This is an optimization exercise on Yosys and OpenROAD, whose aim is small area, not a production implementation. Function was checked by simulation only, so behaviour that the tests miss may differ from the original. Power figures rest on the tool's default switching activity, not on a simulated workload.

===== design/flow/run.sh =====
#!/bin/bash
# synth_recipe.tcl (not shown) runs the flow's synth.tcl, then flattens the netlist and writes it again
# the make line also repeats each setting of config.mk as NAME=value (left out here)
make -C /OpenROAD-flow-scripts/flow DESIGN_CONFIG=/design/flow/config.mk WORK_HOME=/design/flow/orfs CLKGATE_MAP_FILE= SYNTH_SCRIPT=/design/flow/synth_recipe.tcl finish

===== design/flow/constraint.sdc =====
create_clock -name core_clock -period 8.0 [get_ports {clk}]
set_input_delay 1.6000 -clock core_clock [delete_from_list [all_inputs] [get_ports {clk}]]
set_output_delay 1.6000 -clock core_clock [all_outputs]
set_load 0.01 [all_outputs]

===== design/flow/design.v =====
module register_file #(
  parameter int DATA_W = 32,
  parameter int ADDR_W = 5
) (
  input  logic              clk,
  input  logic              rst,
  input  logic              RegWrite,
  input  logic [ADDR_W-1:0] WriteReg,
  input  logic [DATA_W-1:0] WriteData,
  input  logic [ADDR_W-1:0] ReadReg1,
  input  logic [ADDR_W-1:0] ReadReg2,
  output logic [DATA_W-1:0] ReadData1,
  output logic [DATA_W-1:0] ReadData2,
  output logic [15:0]       WriteCount
);
  localparam int DEPTH = 1 << ADDR_W;
  logic [DATA_W-1:0] regs [DEPTH];
  logic [15:0]       write_count;
  logic              wr_commit;
  logic [DATA_W-1:0] rd1_arr;
  logic [DATA_W-1:0] rd2_arr;
  assign wr_commit = RegWrite && (WriteReg != '0);
  always_ff @(posedge clk or posedge rst) begin
    if (rst) begin
      for (int i = 0; i < DEPTH; i++) begin
        regs[i] <= '0;
      end
      write_count <= '0;
    end else if (wr_commit) begin
      regs[WriteReg] <= WriteData;
      write_count    <= write_count + 16'd1;
    end
  end
  assign WriteCount = write_count;
  assign rd1_arr = (ReadReg1 == '0) ? '0 : regs[ReadReg1];
  assign rd2_arr = (ReadReg2 == '0) ? '0 : regs[ReadReg2];
  assign ReadData1 = rd1_arr;
  assign ReadData2 = rd2_arr;
endmodule

===== design/flow/config.mk =====
export PLATFORM = sky130hd
export DESIGN_NAME = register_file
export DESIGN_NICKNAME = register_file
export VERILOG_FILES = /design/flow/design.v
export SDC_FILE = /design/flow/constraint.sdc
export NUM_CORES = 4
export LEC_CHECK = 0
export CAP_MARGIN = 20
export CORE_MARGIN = 2
export CORE_UTILIZATION = 32
export PLACE_DENSITY = 0.5
export SLEW_MARGIN = 20

==> flow_results.org, run 1 <==
** Route
- For this block, the via count after detailed routing is 49.1k.
- Count of routing violations after the opening detailed-route iteration :: 9,284
- Pre-antenna DRT Iters :: 8
- DRC violations left :: 0
- Routed via count divided by cell count :: 6.96
- Per-cell routed wire length :: 41.4 um
- Routed WL :: 292 mm
- The detail route stage leaves a number of antenna-violating nets equal to 0.

** STA
- Time the worst path needs with I/O delays and setup :: 7620 ps
- RSZ-0062 raised after global routing :: false
- The number of hold violations in the final report was 0.
- On the final layout, the worst clock skew is 5.34 ps.
- The worst pin sits at a relative slew slack of 13.8%.
- Slew of the pin with the lowest slew margin :: 1290 ps
- Count of final max-slew check failures :: 0
- The final critical path takes up 95.3% of the cycle.
- Static timing analysis puts the maximum clock frequency at 131 MHz.
- Number of setup violations in the final report :: 0

** Worst hold path
- The worst hold path belongs to the class reg2reg.

** Synth
- Cell count after synthesis :: 4,795
- Per-instance average area after synthesis :: 11.0 um^2
- Most used flip-flop cell after synthesis :: sky130_fd_sc_hd__dfrtp_1
- Of all flip-flops after synthesis, the portion carrying an async set or reset was 100%.
- The number of nets in the synthesized netlist is 4,846.
- After synthesis the cells add up to 0.0529 mm^2.
- #FFs+latches synth :: 1,008
- After synthesis, the cell types taking the most area are sky130_fd_sc_hd__dfrtp_1, sky130_fd_sc_hd__mux2_2, sky130_fd_sc_hd__nand3_1, sky130_fd_sc_hd__a22oi_1, sky130_fd_sc_hd__nand4_1.
- Seq/Total Area, Yosys :: 47.7%
- Synthesis warning total :: 2
- Counting distinct cell types in the post-synthesis netlist gives 74.
- Of all cell types, the one taking the most synthesized area is sky130_fd_sc_hd__dfrtp_1.
- Top cell type's share of synthesized area :: 47.7%
- In this run, synthesis inferred 0 flip-flops with an integrated enable.

** Setup path
- STA puts the critical path data arrival time at 6020 ps.
- Kind of start point of the critical path :: primary input
- The critical path is of the in2out type.
- Crit Path Max Fanout :: 15
- The worst setup path is captured at an output pin.
- Data on the critical path is required at its endpoint by 6400 ps.

** Die
- The floorplan has 149 rows.
- Measured along the x axis, the die boundary spans 411 um.
- 130 I/O pins were placed.
- The total area inside the core boundary comes to 0.165 mm^2.
- The floorplan step defined a die boundary enclosing 0.169 mm^2.
- From bottom edge to top edge, the die measures 411 um.
- For this configuration, the core starts out at a cell density of 32.2%.

** Placed design
- The HPWL after detailed placement is 178 mm.
- Quantity of I/O buffers inserted on ports :: 129
- Routability congestion estimate from global placement :: 0.987

** Pwr
- Pwr per Cell Area :: 248 mW/mm^2
- Leakage :: 25.8 nW
- Overall power of the completed layout :: 15.2 mW
- The worst-case IR drop observed on VDD is 0.205 mV.

** CTS
- TritonCTS buffer count :: 112
- The clock passes through at most 3 buffers.
- TritonCTS clock tree :: yes
- The H-tree was split into 3 levels.
- At the later pin of the worst-skew pair, clock insertion delay measures 770 ps.
- Post-CTS Hold Buffers :: 0
- Clock input transition at the sequential cells of the worst setup and hold paths :: 60 ps
- Resized cells post-CTS :: 0
- Clock tree synthesis selected as its root buffer the cell sky130_fd_sc_hd__clkbuf_16.
- TritonCTS sink count :: 1,008
- Post-CTS Setup Repair Bufs :: 0

** Final layout
- From synthesis to final layout, the design area changed by 15.7%.
- Cells with a size suffix above 1 make up 32.4% of the layout.
- Combined flip-flop and latch cell area :: 0.0252 mm^2
- Final-stage net count :: 4,808
- Fillers :: 16.1k
- Core Util, Final :: 37.2%
- The multi-input combinational cells in the finished layout cover a total of 0.0258 mm^2.

** Global route
- Entering global routing, the biggest net connects 160 pins.
- GRT overflow :: 0
- Combined global-route utilization of all metal layers :: 33.6%
- The first global-routing pass estimated 397 mm of wire.
- Initial antenna violation count :: 33
- Number of global-route vias before repair :: 46.7k

** Flow run
- Max_cap viols :: 0

** Status
- The run finished with no timing, DRC or antenna violations.
## cells in the final DEF, fill, tap and decap left out, types with 49 or more instances in the layout
master,n
sky130_fd_sc_hd__a31oi_1,62
sky130_fd_sc_hd__clkbuf_16,113
sky130_fd_sc_hd__a22oi_1,319
sky130_fd_sc_hd__a2111oi_0,51
sky130_fd_sc_hd__clkdlybuf4s50_1,109
sky130_fd_sc_hd__a21oi_1,92
sky130_fd_sc_hd__nand4_1,214
sky130_fd_sc_hd__nand3_1,727
sky130_fd_sc_hd__mux2_2,998
sky130_fd_sc_hd__nor4_1,49
sky130_fd_sc_hd__and3_1,208
sky130_fd_sc_hd__dfrtp_1,1008
sky130_fd_sc_hd__buf_4,225
sky130_fd_sc_hd__and4_1,55
## registers in the layout, indices dropped and copies added (netlist names)
register     flops
regs           992
write_count     16
## stage by stage
step	instances	cell area [um^2]	hold WS [ps]	setup slack [ps]	setup TNS [ps]
after floorplan	4795	52900	481	-7490	-7550060
after global placement	6826	57200	465	627	0
after detailed placement	6828	57200	465	562	0
after CTS	7032	61100	478	542	0
after global routing	7039	61200	504	389	0
final	7052	61200	473	376	0
## cell usage after synthesis (all sizes together) (3+ instances only)
cell / n
a2111oi: 55
a211o: 5
a211oi: 7
a21oi: 92
a221o: 11
a221oi: 6
a222oi: 33
a22o: 46
a22oi: 319
a31o: 3
a31oi: 62
a32o: 7
a32oi: 8
and2: 30
and3: 213
and3b: 12
and4: 55
buf: 264
clkbuf: 269
dfrtp: 1008
inv: 5
mux2: 1000
mux2i: 5
nand2: 57
nand2b: 11
nand3: 729
nand3b: 14
nand4: 214
nand4b: 12
nor2: 61
nor2b: 14
nor3: 28
nor3b: 10
nor4: 51
nor4bb: 6
o21ai: 10
o31a: 9
or2: 10
or3: 7
xnor2: 10
xor2: 5
## cell families after synthesis
kind of cell	count (synthesis)	synth area share (%)
xor gates and xnor gates	15	0.248
adders and majority gates	1	0.0236
AOI/OAI and AO/OA	687	9.73
muxes	1006	21.4
DFF	1008	47.7
buffers and inverters	538	4.33
and+or+nand+nor	1540	16.6
## worst max-delay path: stages
cell and delay (ps):
sky130_fd_sc_hd__clkdlybuf4s50_1 740, sky130_fd_sc_hd__nand2b_1 570, sky130_fd_sc_hd__nor2_4 1100, sky130_fd_sc_hd__buf_4 300, sky130_fd_sc_hd__a22oi_1 90, sky130_fd_sc_hd__and4_1 210
sky130_fd_sc_hd__a31oi_1 630, sky130_fd_sc_hd__buf_4 220, sky130_fd_sc_hd__clkdlybuf4s50_1 530
## worst paths after layout
kind	startpoint	to	slack [ps]	cells past startpoint
worst max-delay path	ReadReg2[4]	ReadData2[28]	380	9
worst min-delay path	write_count[15]$_DFFE_PP0P_	write_count[15]$_DFFE_PP0P_	470	1
worst max register to register	write_count[3]$_DFFE_PP0P_	write_count[15]$_DFFE_PP0P_	6290	5
worst min register to register	write_count[15]$_DFFE_PP0P_	write_count[15]$_DFFE_PP0P_	470	1
max in group asynchronous	rst	regs[5][3]$_DFFE_PP0P_	5100	5
min in group asynchronous	rst	regs[11][26]$_DFFE_PP0P_	1150	2
## per-layer routing
layer  up-vias  GRT usage, %  share of wire, %
li1      18259             -                 -
met1     25010          42.4                37
met2      4463          47.7                41
met3      1320          11.0                13
met4        18          24.8               8.7
met5         -         0.198             0.034
## area by class of cell
cell class | count | share of cell area, %
multi-input combinational | 3249 | 42.2
clock buffer | 165 | 5.44
antenna | 16 | 0.0654
tap | 2189 | 4.47
sequential | 1008 | 41.2
inverter | 5 | 0.0368
clock inverter | 39 | 0.983
timing repair buffer | 381 | 5.64
## report_power, final
group	internal (mW)	switching, mW	total (mW)	leakage, nW
Sequential	6.10	1.06	7.16	12.9
Combinational	1.14	1.23	2.37	11.0
Clock	3.30	2.37	5.68	1.94
Total	10.5	4.66	15.2	25.8
==> run 2: changes to the inputs <==
==> design/flow/design.v (replaced) <==
module register_file #(
  parameter int DATA_W = 32,
  parameter int ADDR_W = 5
) (
  input  logic              clk,
  input  logic              rst,
  input  logic              RegWrite,
  input  logic [ADDR_W-1:0] WriteReg,
  input  logic [DATA_W-1:0] WriteData,
  input  logic [ADDR_W-1:0] ReadReg1,
  input  logic [ADDR_W-1:0] ReadReg2,
  output logic [DATA_W-1:0] ReadData1,
  output logic [DATA_W-1:0] ReadData2,
  output logic [15:0]       WriteCount
);
  localparam int DEPTH = 1 << ADDR_W;
  logic [DEPTH-1:1][DATA_W-1:0] regs;
  logic [DEPTH-1:1][DATA_W-1:0] regs_d;
  logic [DEPTH-1:1]             valid;
  logic [DEPTH-1:1]             wr_en;
  logic [DEPTH-1:1]             wr_en_n;
  logic [DEPTH-1:1]             sel1;
  logic [DEPTH-1:1]             sel2;
  logic [15:0]                  write_count;
  logic                         wr_commit;
  assign wr_commit = RegWrite && (WriteReg != '0);
  always_ff @(posedge clk or posedge rst) begin
    if (rst) begin
      write_count <= '0;
    end else if (wr_commit) begin
      write_count <= write_count + 16'd1;
    end
  end
  assign WriteCount = write_count;
  for (genvar i = 1; i < DEPTH; i++) begin : g_reg
    assign wr_en[i]   = RegWrite && (WriteReg == ADDR_W'(i));
    assign wr_en_n[i] = !wr_en[i];
    always_ff @(posedge clk or posedge rst) begin
      if (rst) begin
        valid[i] <= 1'b0;
      end else if (wr_en[i]) begin
        valid[i] <= 1'b1;
      end
    end
    for (genvar b = 0; b < DATA_W; b++) begin : g_bit
      register_file_hold u_hold (
        .en(wr_en[i]), .en_n(wr_en_n[i]), .wd(WriteData[b]), .q(regs[i][b]), .d(regs_d[i][b])
      );
    end
    always_ff @(posedge clk) begin
      regs[i] <= regs_d[i];
    end
    assign sel1[i] = valid[i] && (ReadReg1 == ADDR_W'(i));
    assign sel2[i] = valid[i] && (ReadReg2 == ADDR_W'(i));
  end
  for (genvar b = 0; b < DATA_W; b++) begin : g_rd
    logic [DEPTH-1:1] col;
    for (genvar i = 1; i < DEPTH; i++) begin : g_col
      assign col[i] = regs[i][b];
    end
    register_file_rdbit u_rd1 (.sel(sel1), .d(col), .q(ReadData1[b]));
    register_file_rdbit u_rd2 (.sel(sel2), .d(col), .q(ReadData2[b]));
  end
endmodule
module register_file_hold (
  input  logic en,
  input  logic en_n,
  input  logic wd,
  input  logic q,
  output logic d
);
  assign d = (en & wd) | (en_n & q);
endmodule
module register_file_ao3n (
  input  logic [2:0] sel,
  input  logic [2:0] d,
  output logic       q_n
);
  assign q_n = !(|(sel & d));
endmodule
module register_file_rdbit (
  input  logic [31:1] sel,
  input  logic [31:1] d,
  output logic        q
);
  logic [9:0] t_n;
  for (genvar k = 0; k < 10; k++) begin : g_t
    register_file_ao3n u_t (.sel(sel[3*k+3:3*k+1]), .d(d[3*k+3:3*k+1]), .q_n(t_n[k]));
  end
  assign q = !(&t_n) | (sel[31] & d[31]);
endmodule
--- a/design/flow/config.mk
+++ b/design/flow/config.mk
@@ -7,6 +7,8 @@
 export LEC_CHECK = 0
 export CAP_MARGIN = 20
 export CORE_MARGIN = 2
-export CORE_UTILIZATION = 32
-export PLACE_DENSITY = 0.5
+export CORE_UTILIZATION = 45
+export PLACE_DENSITY = 0.6
 export SLEW_MARGIN = 20
+export SYNTH_HIERARCHICAL = 1
+export SYNTH_MINIMUM_KEEP_SIZE = 0
==> run 2 against run 1 <==
Effect of this change: still clean on timing, DRC and antenna; synthesized area shrank 26%; via count fell by 18%; cell count decreased by 32%; flip-flop and latch count is 31 higher; clock power decreased by 6.3%; sequential power is 1% lower; first-iteration DRC count is 10% higher; global-route usage is 9.5 points higher; utilization rose by 17 points; largest cell class is now registers; highest routed layer unchanged.
==> flow_results.org, run 2 <==
** STA
- Setup repair after global routing left no endpoint under its margin.
- Count of final max-slew check failures :: 0 (unchanged)
- The final critical delay including setup and external delays was 7340 ps (-282 ps).
- Maximum clock frequency :: 136 MHz (+3.8%)
- The transition at the pin with the smallest max-transition slack was 1310 ps (+24.4 ps).
- Final clock period utilization by the worst path :: 91.8% (-3.5 points)
- The normalized max-slew margin is 12.4% (-1.4 points).
- The final worst setup slack came to 658 ps (+282 ps).
- Number of setup violations in the final report :: 0 (unchanged)
- The clock tree skew after final layout came to 1.16 ps (-4.19 ps).
- Setup TNS :: 0 ps (unchanged)
- The number of hold violations in the final report came to 0 (unchanged).

** Route
- The total via count after detailed routing is 40.4k (-18%).
- Per-cell routed wire length :: 42.1 um (+1.9%)
- Count of routing violations after the opening detailed-route iteration :: 10.2k (+10%)
- The count of antenna-violating nets left after detailed routing was 0 (unchanged).
- The overall routed net length is 203 mm (-30%).
- Routed via count divided by cell count :: 8.38 (+20%)
- Pre-antenna DRT Iters :: 14 (+6)
- The remaining routing DRC violations came to 0 (unchanged).

** Placed design
- Quantity of I/O buffers inserted on ports :: 129 (unchanged)
- Worst setup timing slack at the placement stage :: 1050 ps (+489 ps)
- Routability congestion estimate from global placement :: 0.974 (-1.3%)
- The half-perimeter wire length after placement was 118 mm (-34%).

** Die
- Die area :: 0.0898 mm^2 (-47%)
- Die width :: 300 um (-27%)
- Initial standard-cell utilization of the core :: 45.3% (+13 points)
- Count of pins on the block boundary :: 130 (unchanged)
- The floorplan die height is 300 um (-27%).
- Core Region :: 0.0868 mm^2 (-47%)
- The number of standard-cell rows in the floorplan was 108 (-28%).

** Synth
- Top area cells in the synthesized netlist :: sky130_fd_sc_hd__dfxtp_1, sky130_fd_sc_hd__a22o_1, sky130_fd_sc_hd__a222oi_1, sky130_fd_sc_hd__dfrtp_1, sky130_fd_sc_hd__nand4_1
- The area share of the largest cell type after synthesis was 50.5% (+2.8 points).
- The parity-gate share of the synthesized area counting xor and xnor cells came to 0.334% (+0.086 points).
- The area share of fa/ha/maj cells after synthesis came to 0.0318% (+0.0082 points).
- Among all flip-flop cells after synthesis, the most frequent one is sky130_fd_sc_hd__dfxtp_1.
- Library cell with the largest summed area after synthesis :: sky130_fd_sc_hd__dfxtp_1
- Post-synthesis compound-gate area fraction :: 40.2% (+31 points)
- #FFs+latches synth :: 1,039 (+3.1%)
- Per-instance average area after synthesis :: 12.3 um^2 (+12%)
- The sequential share of the synthesized area came to 53.5% (+5.8 points).
- Main combinational cell family by area after synthesis :: compound AO/OA/AOI/OAI gates
- Synthesis warning total :: 7 (+5)
- Post-synth design cell area :: 0.0393 mm^2 (-26%)
- The share of synthesized registers carrying an async set or reset came to 4.52% (-95 points).
- The post-synthesis cell count was 3,186 (-34%).
- Number of synthesized flops with an enable pin :: 0 (unchanged)
- The count of distinct cell types in the synthesized netlist came to 27 (-64%).
- Mux share of post-synthesis cell area :: 0.0286% (-21 points)
- Nets in the synthesized netlist :: 3,237 (-33%)
- In the synthesized netlist, the cells that appear most often are sky130_fd_sc_hd__a22o_1, sky130_fd_sc_hd__dfxtp_1, sky130_fd_sc_hd__a222oi_1.
- Simple-gate portion of the synthesized area :: 5.52% (-11 points)

** Global route
- The total grt overflow was 0 (unchanged).
- Initial antenna violation count :: 9 (-73%)
- Pin count of the biggest net entering global routing :: 48 (-70%)
- The wire length of the first global-routing pass came to 283 mm (-29%).
- Combined global-route utilization of all metal layers :: 43.1% (+9.5 points)
- Number of global-route vias before repair :: 39.1k (-16%)

** Pwr
- Net switching component of the power :: 3.89 mW (-16%)
- Proportion of power drawn by the clock network :: 37.6% (+0.3 points)
- Proportion of power drawn by combinational gates :: 12.4% (-3.2 points)
- Fraction of power spent switching nets :: 27.5% (-3.2 points)
- Leakage :: 19.8 nW (-23%)
- The areal power density over the cells was 301 mW/mm^2 (+21%).
- Worst vdd rail ir drop :: 0.205 mV (-0.26%)
- The sequential fraction of design power came to 50.1% (+3.0 points).
- The internal power consumption is 10.3 mW (-2.5%).
- Overall power of the completed layout :: 14.2 mW (-6.8%)

** Setup path
- The required time reported for the critical path endpoint came to 6400 ps (about the same).
- Critical path class :: in2out
- Cell with the biggest individual delay on the critical path :: sky130_fd_sc_hd__clkdlybuf4s50_1
- Arrival time at the worst endpoint :: 5740 ps (-280 ps)
- Critical Path Most Common Cell :: sky130_fd_sc_hd__clkdlybuf4s50_1
- The largest incremental delay on the critical path is 760 ps (-340 ps).
- Walking the worst path, the cells encountered are clkdlybuf4s50_1 -> and2_1 -> and3_1 -> buf_4 -> a222oi_1 -> nand4_1 -> a2111o_1 -> clkdlybuf4s50_1.
- Kind of start point of the critical path :: primary input
- Critical path capture point type :: output pin
- The maximum fanout encountered on the critical timing path came to 14 (-1).

** Final layout
- The total number of nets in the final design was 3,628 (-25%).
- The share of cells above drive strength 1 was 10.7% (-22 points).
- In the final layout, the registers with the most flip-flops are regs (992), valid (31), write_count (16).
- Biggest register :: regs
- Flip-flop count of the largest register after layout :: 992 (unchanged)
- Area grow syn2layout :: 19.8%
- Leading cell types in the layout, fill and taps excluded :: sky130_fd_sc_hd__a22o_1, sky130_fd_sc_hd__dfxtp_1, sky130_fd_sc_hd__a222oi_1, sky130_fd_sc_hd__buf_4, sky130_fd_sc_hd__nand4_1

** CTS
- Clock H-tree levels :: 3 (unchanged)
- Resized cells post-CTS :: 0 (unchanged)
- The number of post-CTS setup repair buffers is 0 (unchanged).
- Later-pin clock latency in the skew report :: 680 ps (-90 ps)
- Max Root-Sink Buffers :: 3 (unchanged)
- TritonCTS sink count :: 1,039 (+3.1%)
- TritonCTS buffer count :: 108 (-3.6%)
- The root buffer cell chosen for the clock tree is sky130_fd_sc_hd__clkbuf_16.
- The clock transition at the registers of the reported paths came to 60 ps (about the same).
- TritonCTS built the clock tree.
- Post-CTS Hold Buffers :: 0 (unchanged)

** Status
- The run finished with no timing, DRC or antenna violations.

** Flow run
- The max-cap violation count came to 0 (unchanged).

** Worst hold path
- Type of the most critical hold path :: reg2reg
==> run 2: changes by cell type in the layout (fill, tap and decap cells not counted), sizes merged, moves of 62 or more <==
cell	delta
mux2	-999
dfxtp	+992
dfrtp	-961
a22o	+946
nand3	-720
a222oi	+607
a22oi	-319
and3	-151
buf	-113
a21oi	-92
nand4	-84
a2111o	+64
a31oi	-62
==> run 2: worst max-delay path, delay by kind of cell <==
family | cells | cell delay (ps)
and+or+nand+nor | 3 | 1520
AOI/OAI and AO/OA | 2 | 920
buffers and inverters | 3 | 1670
==> run 2: worst paths after layout <==
kind	slack, ps	endpoint	cells after the start	from
max in group asynchronous	6020	valid[30]$_DFFE_PP0P_	3	rst
worst max-delay path	660	ReadData1[21]	8	ReadReg1[4]
worst min-delay path	480	write_count[15]$_DFFE_PP0P_	1	write_count[15]$_DFFE_PP0P_
worst min register to register	480	write_count[15]$_DFFE_PP0P_	1	write_count[15]$_DFFE_PP0P_
worst max register to register	6330	write_count[10]$_DFFE_PP0P_	5	write_count[0]$_DFFE_PP0P_
min in group asynchronous	1430	write_count[9]$_DFFE_PP0P_	3	rst
==> run 2: final cells by class <==
type / count / area (um^2)
Clock inverter: 48 / 539
Multi-Input combinational cell: 2109 / 18200
Tap cell: 1155 / 1450
Antenna cell: 5 / 12.5
Timing Repair Buffer: 285 / 2560
Fill cell: 7401 / 39600
Clock buffer: 153 / 3200
Sequential cell: 1039 / 21000
Inverter: 34 / 128
==> run 2: layer usage <==
layer	wire length, um	GRT usage [%]	share of wire, %	vias to the layer above
li1	-	-	-	15600
met1	71400	55.0	35	19693
met2	83000	62.5	41	4155
met3	34900	16.4	17	978
met4	14100	24.4	6.9	12
met5	77	0	0.038	-
==> run 2: cells by family after synthesis <==
family                   Yosys count
AO/OA/AOI/OAI                   1698
XOR/XNOR                          15
adder cells (fa/ha/maj)            1
buffers and inverters             38
flip-flops                      1039
multiplexers                       1
AND/OR/NAND/NOR                  394
==> run 2: Yosys stat by module, one instance, submodules excluded <==
module               copies in the design  flip-flops and latches  cells inside
register_file_hold                    992                       0             1
register_file_rdbit                    64                       0             4
register_file_ao3n                    640                       0             1
register_file                           1                    1039          1298
==> run 2: through the flow <==
| step | area, um^2 | hold WS (ps) | utilization, % | instances |
|---|---|---|---|---|
| detailed placement | 43400 | 467 | 50.0 | 4622 |
| global route | 47100 | 501 | 54.3 | 4823 |
| global placement | 43400 | 460 | 50.0 | 4622 |
| finish | 47100 | 475 | 54.3 | 4828 |
| floorplan | 39300 | 440 | - | 3186 |
| CTS | 47100 | 482 | 54.3 | 4823 |
==> run 2: power groups by stage <==
stage | Combinational, mW | Sequential [mW] | Clock (mW)
3_5_place_dp | 1.69 | 7.13 | 0
5_1_grt | 1.84 | 7.19 | 5.52
6_report | 1.75 | 7.09 | 5.32
4_1_cts | 1.71 | 7.04 | 5.32
2_1_floorplan | 1.04 | 6.90 | 0
3_3_place_gp | 1.64 | 7.06 | 0
==> run 3: changes to the inputs <==
==> design/flow/flow/run.sh (new file) <==
#!/bin/bash
# The standard layout with two changes: the port buffers use the smallest buffer cell, and clock
# tree synthesis clusters the flip-flops under clkbuf_4 buffers without inserting dummy loads.
set -euo pipefail
bash standard.sh \
  "BUFFER_PORTS_ARGS=-buffer_cell sky130_fd_sc_hd__buf_1" \
  "CTS_ARGS=-sink_clustering_enable -repair_clock_nets -dont_use_dummy_load -buf_list sky130_fd_sc_hd__clkbuf_4 -sink_clustering_size 10 -sink_clustering_max_diameter 40" \
  finish > standard_flow.log 2>&1
==> design/flow/standard.sh (new file) <==
#!/bin/bash
# synth_recipe.tcl (not shown) runs the flow's synth.tcl, then flattens the netlist and writes it again
# the make line also repeats each setting of config.mk as NAME=value (left out here)
make -C /OpenROAD-flow-scripts/flow DESIGN_CONFIG=/design/flow/config.mk WORK_HOME=/design/flow/orfs CLKGATE_MAP_FILE= SYNTH_SCRIPT=/design/flow/synth_recipe.tcl "${@:-finish}"
--- a/design/flow/config.mk
+++ b/design/flow/config.mk
@@ -7,7 +7,7 @@
 export LEC_CHECK = 0
 export CAP_MARGIN = 20
 export CORE_MARGIN = 2
-export CORE_UTILIZATION = 45
+export CORE_UTILIZATION = 50
 export PLACE_DENSITY = 0.6
 export SLEW_MARGIN = 20
 export SYNTH_HIERARCHICAL = 1
removed: design/flow/run.sh
==> run 3 against run 2 <==
Effect of this change: sequential share of layout area increased by 3.9 points; via count up 0.80%; synthesized area unchanged; wire length decreased by 0.17%; first-iteration DRC count decreased by 2.9%; count of clock-buffer cells in the layout fell by 7; synthesized cell count stayed put; sequential power barely moved; largest cell class unchanged; largest power group unchanged.
==> flow_results.org, run 3 <==
** Pwr
- Sequential fraction of design power :: 62.6% (+13 points)
- Cell Int Power :: 7.88 mW (-23%)
- Leakage :: 18.2 nW (-8.2%)
- The logic gate share of total power came to 14.2% (+1.8 points).
- Net switching component of the power :: 3.44 mW (-12%)
- Pwr per Cell Area :: 261 mW/mm^2 (-13%)
- The clock power share was 23.1% (-14 points).
- The worst voltage drop across the vdd grid came to 0.155 mV (-24%).
- The fraction of power spent switching nets came to 30.4% (+2.9 points).

** Global route
- Wire length of the first global-routing pass :: 284 mm (+0.21%)
- The via count of the first global-routing pass is 39.5k (+0.95%).
- Combined global-route utilization of all metal layers :: 48.1% (+5.0 points)
- The initial antenna violation count is 14 (+5).
- The total grt overflow came to 0 (unchanged).
- Pin count of the biggest net entering global routing :: 48 (unchanged)

** Route
- Routed vias :: 40.8k (+0.80%)
- Top routing layer used :: met5
- The first-pass iteration count of the detailed router was 15 (+1).
- Detailed route wirelength on metal2 :: 80.2 mm (-3.4%)
- The vias per cell was 8.80 (+5.1%).
- The detailed router's first-iteration violation count was 9,946 (-2.9%).
- The remaining routing DRC violations came to 0 (unchanged).
- ANT nets after route :: 0 (unchanged)
- Routed WL :: 203 mm (-0.17%)
- Routed metal-1 wire length :: 70.8 mm (-0.86%)
- Per-cell routed wire length :: 43.9 um (+4.1%)
- Metal3 WL :: 34.6 mm (-0.85%)

** Final layout
- Area of combinational cells with multiple inputs :: 0.0183 mm^2 (+0.30%)
- The share of cells above drive strength 1 is 9.84% (-0.84 points).
- The total number of nets in the final design is 3,629 (+0.028%).
- The register cell area after layout came to 0.0210 mm^2 (unchanged).
- Area grow syn2layout :: 10.3%
- Fillers :: 6,535 (-12%)
- The largest registers in the layout are regs (992), valid (31), write_count (16).
- Flip-flop count of the largest register after layout :: 992 (unchanged)
- The library cells used most frequently in the layout, excluding fill and tap cells, are sky130_fd_sc_hd__a22o_1, sky130_fd_sc_hd__dfxtp_1, sky130_fd_sc_hd__a222oi_1, sky130_fd_sc_hd__clkbuf_4, sky130_fd_sc_hd__nand4_1.
- More flip-flops sit in one register than any other, and that register is regs.

** Synth
- The count of flip-flops with a built-in enable after synthesis was 0 (unchanged).
- The area share of the largest cell type after synthesis was 50.5% (unchanged).
- In the synthesized netlist, the cells that appear most often are sky130_fd_sc_hd__a22o_1, sky130_fd_sc_hd__dfxtp_1, sky130_fd_sc_hd__a222oi_1.
- #FFs+latches synth :: 1,039 (unchanged)
- Synthesis warning total :: 7 (unchanged)
- Nets in the synthesized netlist :: 3,237 (unchanged)
- Per-instance average area after synthesis :: 12.3 um^2 (unchanged)
- Cell count after synthesis :: 3,186 (unchanged)
- Synth async-reset ratio :: 4.52% (unchanged)
- Post-synth design cell area :: 0.0393 mm^2 (unchanged)
- Library cell with the largest summed area after synthesis :: sky130_fd_sc_hd__dfxtp_1
- The count of distinct cell types in the synthesized netlist is 27 (unchanged).
- Yosys attributes the largest share of cell area to sky130_fd_sc_hd__dfxtp_1, sky130_fd_sc_hd__a22o_1, sky130_fd_sc_hd__a222oi_1, sky130_fd_sc_hd__dfrtp_1, sky130_fd_sc_hd__nand4_1.
- The sequential share of the synthesized area is 53.5% (unchanged).
- Most used flip-flop cell after synthesis :: sky130_fd_sc_hd__dfxtp_1

** Flow run
- Max_cap viols :: 0 (unchanged)

** Setup path
- Arrival time at the worst endpoint :: 4790 ps (-950 ps)
- Kind of start point of the critical path :: primary input
- The largest incremental delay on the critical path is 960 ps (+200 ps).
- Kind of cell adding the most delay to the critical path :: simple AND/OR/NAND/NOR gates
- The buffers plus inverters on the worst setup path was 3 (unchanged).
- The critical path goes through buf_1 -> nor2b_1 -> nor2b_1 -> and3_1 -> buf_4 -> a222oi_1 -> nand4_1 -> a2111o_1 -> buf_1.
- Crit Path Max Fanout :: 19 (+5)
- The critical path is of the in2out type.
- Endpoint required time on the critical path :: 6400 ps (about the same)
- Critical path capture point type :: output pin
- Cell with the biggest individual delay on the critical path :: sky130_fd_sc_hd__and3_1

** Die
- The die outline width was 284 um (-5.1%).
- The I/O pin count was 130 (unchanged).
- Floorplan row count :: 102 (-5.6%)
- Die area :: 0.0809 mm^2 (-9.9%)
- The area of the core is 0.0777 mm^2 (-10%).
- Die Ht :: 284 um (-5.1%)
- The starting density of the core was 50.6% (+5.3 points).

** Placed design
- The port buffer count was 129 (unchanged).
- Detail Placement HPWL :: 118 mm (-0.12%)
- Worst setup timing slack at the placement stage :: 1910 ps (+859 ps)
- Routability congestion estimate from global placement :: 0.998 (+2.4%)

** CTS
- The number of sinks driven by the clock tree is 1,039 (unchanged).
- Clock H-tree levels :: 4 (+1)
- The tree is rooted in a sky130_fd_sc_hd__clkbuf_4.
- Later-pin clock latency in the skew report :: 1100 ps (+420 ps)
- The maximum root-to-sink buffer count came to 3 (unchanged).
- The clock transition at the registers of the reported paths is 80 ps (+20 ps).
- TritonCTS buffer count :: 146 (+35%)
- The post-cts repair resize count was 0 (unchanged).
- Post-CTS Setup Repair Bufs :: 0 (unchanged)
- TritonCTS clock tree :: yes
- Post-CTS Hold Buffers :: 0 (unchanged)

** Worst hold path
- The worst hold path belongs to the class reg2reg.

** STA
- Number of setup violations in the final report :: 0 (unchanged)
- Slew of the pin with the lowest slew margin :: 1340 ps (+29.7 ps)
- Setup repair after global routing left no endpoint under its margin.
- The normalized max-slew margin is 10.4% (-2.0 points).
- The achievable clock frequency is 157 MHz (+15%).
- The clock tree skew after final layout was 29.8 ps (+28.6 ps).
- Time the worst path needs with I/O delays and setup :: 6390 ps (-955 ps)
- Least setup slack across all paths after layout :: 1610 ps (+955 ps)
- The count of final max-slew check failures was 0 (unchanged).
- Final clock period utilization by the worst path :: 79.8% (-12 points)
- Setup TNS :: 0 ps (unchanged)
- Number of failing hold endpoints at the final stage :: 0 (unchanged)

** Status
- The flow ran to the end and the layout has no timing, DRC or antenna violations.
==> run 3: cell counts after synthesis <==
No cell type changed its count.
==> run 3: cell type report <==
class,instances,area share (%)
flip-flops and latches,1039,48.5
repair buffers,248,3.45
diodes,15,0.0865
clock buffers,146,2.53
well taps,1040,3.00
inverters,34,0.303
multi-input cells,2109,42.1
==> run 3: cell families after synthesis <==
kind of cell,count (synthesis),share of synthesized area [%]
AOI/OAI and AO/OA,1698,40.2
DFF,1039,53.5
and+or+nand+nor,394,5.52
buffers and inverters,38,0.363
xor gates and xnor gates,15,0.334
muxes,1,0.0286
adders and majority gates,1,0.0318
==> run 3: worst paths after layout <==
check	to	slack, ps	from	cells after the start
max	ReadData2[30]	1610	ReadReg2[2]	9
min	write_count[15]$_DFFE_PP0P_	480	write_count[15]$_DFFE_PP0P_	1
max reg2reg	write_count[10]$_DFFE_PP0P_	6260	write_count[0]$_DFFE_PP0P_	5
min reg2reg	write_count[15]$_DFFE_PP0P_	480	write_count[15]$_DFFE_PP0P_	1
max in group asynchronous	valid[1]$_DFFE_PP0P_	6780	rst	3
min in group asynchronous	write_count[0]$_DFFE_PP0P_	620	rst	3
==> run 3: metrics by stage <==
step	utilization (%)	power (mW)	std cells	hold slack, ps	area [um^2]
after floorplan	-	7.94	3186	440	39300
after global placement	54.2	8.56	4467	455	42200
after detailed placement	54.3	8.69	4469	458	42200
after CTS	55.7	11.2	4615	479	43300
after global routing	55.8	11.7	4625	507	43400
final	55.8	11.3	4631	476	43400
==> run 3: Yosys stat by module (local to each module, per instance) <==
module	flops+latches	area [um^2]	copies in the design	cells
register_file_hold	0	8.76	992	1
register_file	1039	22500	1	1298
register_file_rdbit	0	27.5	64	4
register_file_ao3n	0	10.0	640	1
==> run 3: per-layer routing <==
metal,global-route usage [%],up-vias
met3,20.3,1093
met4,35.1,14
met1,59.5,19773
met5,1.37,-
li1,-,15549
met2,66.4,4333
==> run 3: power groups by stage <==
stage | logic [mW] | registers (mW) | clock network (mW)
after floorplan | 1.04 | 6.90 | 0
after global placement | 1.50 | 7.06 | 0
after detailed placement | 1.55 | 7.13 | 0
after CTS | 1.56 | 7.03 | 2.60
after global routing | 1.70 | 7.19 | 2.82
final | 1.61 | 7.09 | 2.62
==> run 3: worst register-to-register path, delay by kind of cell, from the launching register on <==
family	cells	cell delay (ps)
AOI/OAI and AO/OA	1	440
adders and majority gates	1	260
and+or+nand+nor	2	280
DFF	1	480
xor gates and xnor gates	1	150

port drivers added, routing unchanged:
No port has a modelled driver above. Below, the same layouts with a new extraction and two added sets of constraints.
Step 1: set_driving_cell puts a clkbuf_16 on clk and a buf_2 on each other input, an assumption about the parent block.
Step 2 moves the port delays by t, midway between the first and last clock arrival at a register: inputs arrive t later, outputs are due t later. That takes back most of the time a late clock gives input paths.
Slacks: ideal ports / drivers / drivers and shift; pairs: ideal ports / drivers.
run	shift t [ns]	setup slack, ns	worst hold slack (ns)	worst register clock-pin slew, ns	pins driven straight from the clock port
run 1	0.857	0.376 / 0.292 / 0.292	0.473 / 0.473 / 0.473	0.07 / 0.07	1
run 2	0.746	0.658 / 0.624 / 0.624	0.475 / 0.475 / 0.475	0.07 / 0.07	1
run 3	1.139	1.613 / 1.533 / 1.533	0.476 / 0.476 / 0.476	0.12 / 0.12	1
After both steps setup and hold are still met in every run listed. The setup slack of run 1, which loses most, moves by -0.084 ns with the drivers and by -0.084 ns with both steps.
